This is an optimization exercise on Yosys and OpenROAD, whose aim is small area, a short achievable clock period and few clock cycles per item, not a production implementation. In this exercise RTL edits were held to simulation tests only and were not proved equivalent to the original. Power figures rest on the tool's default switching activity, not on a simulated workload.

== build 6 ==
==> flow/design.v (excerpt) <==
module fp_mul_pipe
#(
  parameter int EXP_W = 8,
  parameter int MAN_W = 23,
  localparam int W = 1 + EXP_W + MAN_W
) (
  input  logic         clk,
  input  logic         reset,
  input  logic         in_valid,
  output logic         in_ready,
  input  logic         rnd_mode,
  input  logic [W-1:0] a,
  input  logic [W-1:0] b,
  output logic         out_valid,
  input  logic         out_ready,
  output logic [W-1:0] c,
  output logic         ovf,
  output logic         unf,
  output logic         inv
);
  logic en, vld1, vld2, vld3;
  logic [22:0] am, bm;
  logic [22:0] amn;
  assign am = ~amn;
  logic s0, m0, inv0, zero0, vld0;
  logic [9:0] e0;
  logic bo0n;
  logic bt0n;
  logic bo1n;
  logic bt1n;
  logic bo2n;
  logic bt2n;
  logic bo3n;
  logic bt3n;
  logic bo4n;
  logic bt4n;
  logic bo5n;
  logic bt5n;
  logic bo6n;
  logic bt6n;
  logic bo7n;
  logic bt7n;
  logic bo8n;
  logic bt8n;
  logic bo9n;
  logic bt9n;
  logic bo10n;
  logic bt10n;
  logic bo11n;
  logic bt11n;
  assign en       = !vld2 | out_ready;
  assign in_ready = en;
  assign out_valid = vld2;
  always_ff @(posedge clk) begin
    if (reset) begin
      vld1 <= 1'b0;
      vld2 <= 1'b0;
      vld3 <= 1'b0;
    end else if (en) begin
      vld1 <= vld0;
      vld2 <= vld1;
      vld3 <= vld2;
    end
  end
  logic bo0_d;
  logic bt0_d;
  logic bn0;
  logic pp1;
  logic pp2;
  logic pp3;
  logic pp4;
  logic pp5;
  logic pp6;
  logic pp7;
  logic pp8;
  logic pp9;
  logic pp10;
  logic pp11;
  logic pp12;
  logic pp13;
  logic pp14;
  logic pp15;
  logic pp16;
  logic pp17;
  logic pp18;
  logic pp19;
  logic pp20;
  logic pp21;
  logic pp22;
  logic pp23;
  logic pp24;
  logic pp25;
  logic ns26;
  logic bo1_d;
  logic bt1_d;
  logic bn1;
  logic pp27;
  logic pp28;
  logic pp29;
  logic pp30;
  logic pp31;
  logic pp32;
  logic pp33;
  logic pp34;
  logic pp35;
  logic pp36;
  logic pp37;
  logic pp38;
  logic pp39;
  logic pp40;
  logic pp41;
  logic pp42;
  logic pp43;
  logic pp44;
  logic pp45;
  logic pp46;
  logic pp47;
  logic pp48;
  logic pp49;
  logic pp50;
  logic pp51;
  logic ns52;
  logic bo2_d;
  logic bt2_d;
  logic bn2;
  logic pp53;
  logic pp54;
  logic pp55;
  logic pp56;
  logic pp57;
  logic pp58;
  logic pp59;
  logic pp60;
  logic pp61;
  logic pp62;
  ...
Size: about 2,000 cells after synthesis, about 190 flip-flops, about 110 I/O pins.
clock: 8.5 ns
lec_check: 0
abc_area: 1
cap_margin: 20
core_margin: 2
core_utilization: 40
cts_buf_list: sky130_fd_sc_hd__clkbuf_8 sky130_fd_sc_hd__clkbuf_16
setup_slack_margin: 4.2
slew_margin: 20
synth_hierarchical: 1
synth_minimum_keep_size: 0
standard.sh (not shown) runs the stock make flow with config.mk's settings and CLKGATE_MAP_FILE= SYNTH_SCRIPT=/design/flow/synth_recipe.tcl, a recipe that flattens the netlist after the stock synthesis.
==> flow/flow/run.sh <==
#!/bin/bash
# Layout flow: the standard ORFS flow (standard.sh, unchanged synthesis),
# with port buffers of a plain small buffer cell instead of the default
# choice, timing repair allowed to change cell footprints, and a fanout cap
# for the post-placement repair_design (flow/fanout.tcl).
set -euo pipefail
export PRE_RESIZE_TCL="$PWD/flow/fanout.tcl"
bash standard.sh \
  MATCH_CELL_FOOTPRINT=0 \
  BUFFER_PORTS_ARGS="-buffer_cell sky130_fd_sc_hd__buf_2" \
  finish > standard.log 2>&1
==> flow/flow/fanout.tcl <==
# Hook sourced before the post-placement repair_design: cap the fanout so the
# operand bank's flip-flops (which drive about 24 Booth selectors each) get buffered.
set_max_fanout 12 [current_design]
Testbench counts of build 6, summed over its fixed seeds: cycles 16,024, items 16,000.
[inputs] build 87 vs build 6
Settings: SETUP_SLACK_MARGIN now 4.8, was 4.2.
--- a/flow/flow/run.sh
+++ b/flow/flow/run.sh
@@ -4,2 +4 @@
-# choice, timing repair allowed to change cell footprints, and a fanout cap
-# for the post-placement repair_design (flow/fanout.tcl).
+# choice, and timing repair allowed to change cell footprints.
@@ -7 +5,0 @@
-export PRE_RESIZE_TCL="$PWD/flow/fanout.tcl"
removed: flow/flow/fanout.tcl
Results
- Build 87: full flow OK, the timing, DRC and antenna checks passed
- Density: build 87 denser than build 6
- Build 6 → build 87: worst hold slack across all endpoints went up 0.0095 ns; cell count went down by about 1.6%; cell internal power dissipation increased about 10%; global-route usage shows no meaningful change; global-route wire length before repair has decreased.
- Build 87 vs build 6, area of combinational cells with multiple inputs went up by 5.9%.
- Summed area of non-filler cells in the final layout (higher): build 87
- Arrival time of the worst setup path in build 87 vs build 6: down 2.16 ns
- Compared with build 6, in build 87 number of gates resized after CTS decreased 47%; fmax increased about 6%.
Input-level comparison between build 34 and build 87:
Settings: an added PLACE_DENSITY of 0.75; a change of SETUP_SLACK_MARGIN from 4.8 to 4.6.
[summary]
- Number of flops mapped to enable cells by yosys came out exactly the same in build 34 and build 87.
- Comparing build 34 and build 87, the lower global-route wire length before repair is on build 34.
- Going from build 87 to build 34, core utilization saw a decrease; share of the clock period used by the worst path after layout lost 1.2 points; cell area dropped 2.8%; setup slack picked up an extra 0.098 ns; combinational power now sits lower.
Modified inputs, build 68 compared to build 34
Settings: a deleted PLACE_DENSITY that had been 0.75.
Findings:
- Build 68 was carried through to the last stage, and its layout satisfied the timing, DRC and antenna checks.
- Compared with build 34, build 68 shows a lower final worst hold slack.
- Build 68 gives less clock power than build 34 did.
- Build 68 vs. build 34: finished layout cell area decreased by 1.8% relative to the old numbers, sequential power ~0 delta, transition at the pin with the smallest max-transition slack up 0.18 ns, power down 2.7%, multi-input gate share of total cell area now larger.
- Changes observed in build 68 relative to build 34: clock period minus worst slack lost 0.018 ns, global-route wire length before repair -about 5%, setup slack up 0.018 ns.
- Number of non-clock buffers (lower): build 68

-- afterwards: timing with drivers on the ports --
In the flow no input, the clock included, has a driving cell. The finished layouts below were timed again as built, in two steps.
Step 1 assumes that a clkbuf_16 drives the clock port and a buf_2 every other input.
Step 2 moves the port delays by t, midway between the first and last clock arrival at a register: inputs arrive t later, outputs are due t later. That takes back most of the time a late clock gives input paths.
Slacks: ideal / step 1 / step 2; pairs: ideal / step 1.
run	t (ns)	slack for setup (ns)	hold slack, ns	worst setup path at the end	worst slew at a driven data input, ns
build 6	0.544	4.248 / 4.248 / 3.977	0.413 / 0.413 / 0.413	input to register	0.05
build 87	0.530	4.493 / 4.462 / 4.462	0.423 / 0.423 / 0.423	input to output	0.06
build 34	0.518	4.591 / 4.559 / 4.517	0.416 / 0.416 / 0.416	input to register	0.04
build 68	0.542	4.610 / 4.577 / 4.463	0.412 / 0.412 / 0.412	input to register	0.04
After both steps setup and hold are still met in every run listed. For build 6, which loses most, drivers alone change the setup slack by 0.000 ns; drivers and shift together by -0.271 ns.
